Source: an optimization exercise on an open RTL-to-GDS flow (aim: small area, a short achievable clock period and few clock cycles per item). Production flows keep margins and buffers that such runs may drop.
The RTL was checked by simulation tests, not by an equivalence proof against the original design.
Power figures rest on the tool's default switching activity, not on a simulated workload.

==> v29 <==
// cache_bank
module cache_bank (
    input  logic                      clk,
    input  logic                      rst_n,
    input  logic                      core_req_valid,
    output logic                      core_req_ready,
    input  logic                      core_req_op,
    input  logic [LINE_ADDR_BITS-1:0] core_req_line_addr,
    input  logic [WSEL_BITS-1:0]      core_req_wsel,
    input  logic [WORD_BYTES-1:0]     core_req_byteen,
    input  logic [WORD_BITS-1:0]      core_req_data,
    input  logic [REQ_TAG_BITS-1:0]   core_req_tag,
    output logic                      core_rsp_valid,
    input  logic                      core_rsp_ready,
    output logic [WORD_BITS-1:0]      core_rsp_data,
    output logic [REQ_TAG_BITS-1:0]   core_rsp_tag,
    output logic                      mem_req_valid,
    input  logic                      mem_req_ready,
    output logic                      mem_req_op,
    output logic [LINE_ADDR_BITS-1:0] mem_req_line_addr,
    output logic [LINE_BYTES-1:0]     mem_req_byteen,
    output logic [LINE_BITS-1:0]      mem_req_data,
    input  logic                      mem_rsp_valid,
    output logic                      mem_rsp_ready,
    input  logic [LINE_BITS-1:0]      mem_rsp_data
);
make LEC_CHECK=0 CAP_MARGIN=20 CELL_PAD_IN_SITES_DETAIL_PLACEMENT=1 CELL_PAD_IN_SITES_GLOBAL_PLACEMENT=1 CORE_MARGIN=5 CORE_UTILIZATION=40 CTS_CLUSTER_DIAMETER=80 CTS_CLUSTER_SIZE=20 PLACE_DENSITY=0.6 SETUP_SLACK_MARGIN=3.3 SLEW_MARGIN=20 TNS_END_PERCENT=10 finish   # period 6.0 ns
run.sh (not shown) runs the stock make flow with config.mk's settings and CLKGATE_MAP_FILE= SYNTH_SCRIPT=/design/flow/synth_recipe.tcl, a recipe that flattens the netlist after the stock synthesis.
==> v37 (differences from v29) <==
--- a/flow/design.v
+++ b/flow/design.v
@@ -193,36 +193,39 @@
     logic [WORD_BYTES-1:0]   qbe_q   [QN];    
     logic [NUM_SETS-1:0]       hset_oh_q;
     logic [WORDS_PER_LINE-1:0] hwsel_oh_q;
     logic [NUM_SETS*WORDS_PER_LINE-1:0] hword_oh_q;    
     logic                      hmiss_q;       
     logic                      hwr_q;         
     logic [DN-1:0]           dv_q;
     logic [WORD_BITS-1:0]    wdata_q [DN];
-    logic                    rv_q;
-    logic                    r_free;
+    logic                    xv_q, rv_q;
+    logic                    x_free, r_free;
+    logic [WORD_BITS-1:0]    xdata_q;
+    logic [REQ_TAG_BITS-1:0] xtag_q;
     logic                    ready_q;
     logic accept, push, pop, convert, dpush, dpop, rsp_push;
     logic [1:0] new_kind;
     logic [WORD_BYTES-1:0] new_be;
     assign core_req_ready = ready_q;
     assign accept         = core_req_valid && ready_q;
     assign tag_write  = accept && !core_req_op;
     assign mreq_valid = accept && (core_req_op || !hit);
     assign push       = accept && (!core_req_op || hit);
     assign dpush      = accept && core_req_op && hit;
     assign new_kind   = core_req_op ? K_WR_HIT : (hit ? K_RD_HIT : K_RD_MISS);
     assign new_be     = core_req_op ? core_req_byteen : core_req_tag;
     logic head_rd_hit;
     assign head_rd_hit = qv_q[0] && (qkind_q[0] == K_RD_HIT);
     assign r_free      = !rv_q || core_rsp_ready;
+    assign x_free      = !xv_q || r_free;
     assign mem_rsp_ready = hmiss_q;
-    assign rsp_push      = r_free && (head_rd_hit || (hmiss_q && mem_rsp_valid));
-    assign convert       = hmiss_q && mem_rsp_valid && !r_free;
+    assign rsp_push      = x_free && (head_rd_hit || (hmiss_q && mem_rsp_valid));
+    assign convert       = hmiss_q && mem_rsp_valid && !x_free;
     assign pop           = hwr_q || rsp_push;
     assign dpop          = hwr_q;
     assign store_set_oh  = hset_oh_q;
     assign store_word_oh = hword_oh_q;
     assign data_fill     = hmiss_q && mem_rsp_valid;
     assign data_fill_sel = hmiss_q;
     assign word_write    = hwr_q;
     assign store_byteen  = qbe_q[0];
@@ -231,25 +234,31 @@
     always_comb begin
         fill_word = '0;
         for (int w = 0; w < WORDS_PER_LINE; w++) begin
             fill_word |= mem_rsp_data[w*WORD_BITS +: WORD_BITS] & {WORD_BITS{hwsel_oh_q[w]}};
         end
     end
     always_ff @(posedge clk or negedge rst_n) begin
         if (!rst_n) begin
+            xv_q <= 1'b0;
             rv_q <= 1'b0;
-        end else if (r_free) begin
-            rv_q <= rsp_push;
+        end else begin
+            if (x_free) xv_q <= rsp_push;
+            if (r_free) rv_q <= xv_q;
         end
     end
     always_ff @(posedge clk) begin
+        if (x_free) begin
+            xdata_q <= hmiss_q ? fill_word : read_word;
+            xtag_q  <= qbe_q[0];
+        end
         if (r_free) begin
-            core_rsp_data <= hmiss_q ? fill_word : read_word;
-            core_rsp_tag  <= qbe_q[0];
+            core_rsp_data <= xdata_q;
+            core_rsp_tag  <= xtag_q;
         end
     end
     assign core_rsp_valid = rv_q;
     logic [QN-1:0] qv_shift, qv_next;
     logic [QN-1:0] put;
     logic [1:0]    kind0_next;
     assign qv_shift = pop ? (qv_q >> 1) : qv_q;
     always_comb begin
--- a/flow/config.mk
+++ b/flow/config.mk
@@ -5,14 +5,12 @@
 export SDC_FILE = /design/flow/constraint.sdc
 export NUM_CORES = 4
 export LEC_CHECK = 0
 export CAP_MARGIN = 20
 export CELL_PAD_IN_SITES_DETAIL_PLACEMENT = 1
 export CELL_PAD_IN_SITES_GLOBAL_PLACEMENT = 1
 export CORE_MARGIN = 5
 export CORE_UTILIZATION = 40
-export CTS_CLUSTER_DIAMETER = 80
-export CTS_CLUSTER_SIZE = 20
 export PLACE_DENSITY = 0.6
 export SETUP_SLACK_MARGIN = 3.3
 export SLEW_MARGIN = 20
 export TNS_END_PERCENT = 10
==> v36 (differences from v29) <==
--- a/flow/config.mk
+++ b/flow/config.mk
@@ -10,9 +10,9 @@
 export CELL_PAD_IN_SITES_GLOBAL_PLACEMENT = 1
 export CORE_MARGIN = 5
 export CORE_UTILIZATION = 40
 export CTS_CLUSTER_DIAMETER = 80
 export CTS_CLUSTER_SIZE = 20
 export PLACE_DENSITY = 0.6
 export SETUP_SLACK_MARGIN = 3.3
 export SLEW_MARGIN = 20
-export TNS_END_PERCENT = 10
+export TNS_END_PERCENT = 100
==> comparison table <==
Non-clock buffers: v29 773; v36 978; v37 784
Share of flip-flops with an asynchronous set or reset: v29 1.215%; v36 1.215%; v37 1.235%
GRT Util Overall: v29 33.76%; v36 34.39%; v37 34.12%
Placed instance area: v29 108300 sq um; v36 109200 sq um; v37 109300 sq um
Fraction of post-synthesis cell area in the top cell type by area: v29 77.66%; v36 77.66%; v37 77.76%
Outcome: v29 no timing/DRC/antenna violations; v36 no timing/DRC/antenna violations; v37 no timing/DRC/antenna violations
Time the worst path needs with I/O delays and setup: v29 3.101 ns; v36 2.972 ns; v37 3.120 ns
First DRT Iteration DRCs: v29 13490; v36 13800; v37 13600
Adder and majority gate portion of the synthesized area: v29 0.1120%; v36 0.1120%; v37 0.1106%
Met1 wire length: v29 166300 microns; v36 169500 microns; v37 170900 microns
Vert. Die Dim: v29 511.3 microns; v36 511.3 microns; v37 514.5 microns
Maximum root-to-sink buffer count: v29 3; v36 3; v37 4
Finished Layout Cells: v29 9886; v36 10110; v37 10250
R2R cell count: v29 8; v36 6; v37 7
Total CTS buffers: v29 159; v36 159; v37 302
Width of the die: v29 511.3 microns; v36 511.3 microns; v37 514.5 microns
Final estimated routing congestion in global placement: v29 0.9263; v36 0.9347; v37 0.9178
WL per Instance: v29 46.40 microns; v36 47.59 microns; v37 46.18 microns
Period utilization: v29 51.68%; v36 49.54%; v37 52.00%
Register share of the cell area: v29 67.67%; v36 65.14%; v37 65.15%
Critical register-to-register path startpoint: v29 u_ctrl.hword_oh_q[36]; v36 u_ctrl.hmiss_q; v37 u_ctrl.hmiss_q
Placed cells: v29 9456; v36 9460; v37 9496
Area occupied by registers: v29 78930 sq um; v36 78930 sq um; v37 80030 sq um
Reported sequential group power: v29 27700 uW; v36 27700 uW; v37 28100 uW
Destination of the worst register-to-register timing path: v29 u_ctrl.core_rsp_data[4]; v36 u_data.lines_q[15][76]; v37 u_data.lines_q[3][49]
Fraction of area in multi-input gates: v29 17.90%; v36 18.84%; v37 16.96%
Met2 layer wire length in the routed design: v29 196200 microns; v36 204300 microns; v37 198100 microns
Testbench counts of v29, summed over its fixed seeds: cycles 24,098, requests 24,000.
Testbench counts of v37, summed over its fixed seeds: cycles 24,106, requests 24,000.
Testbench counts of v36, summed over its fixed seeds: cycles 24,098, requests 24,000.

## re-timing with driven ports
The flow's constraints put no driver on any port. The routed layouts listed below were extracted and timed again, unchanged, in two steps.
Step 1, drivers: a clkbuf_16 drives clk and a buf_2 each remaining input, both assumed.
Step 2 also shifts input and output timing later by t, the mid clock arrival at the registers, as if the neighbouring blocks saw the same clock.
a / b / c = no drivers / after step 1 / after step 2; a / b = the first two.
| run | t (ns) | setup WS [ns] | worst slew at a driven data input, ns | pins driven straight from the clock port |
|---|---|---|---|---|
| v29 | 0.978 | 2.899 / 2.858 / 1.958 | 0.16 | 1 |
| v37 | 1.052 | 2.880 / 2.880 / 1.921 | 0.23 | 1 |
| v36 | 0.975 | 3.028 / 2.956 / 1.980 | 0.19 | 1 |
After both steps every run listed still meets setup and hold. The setup slack of v36, which loses most, moves by -0.072 ns with the drivers and by -1.048 ns with both steps.
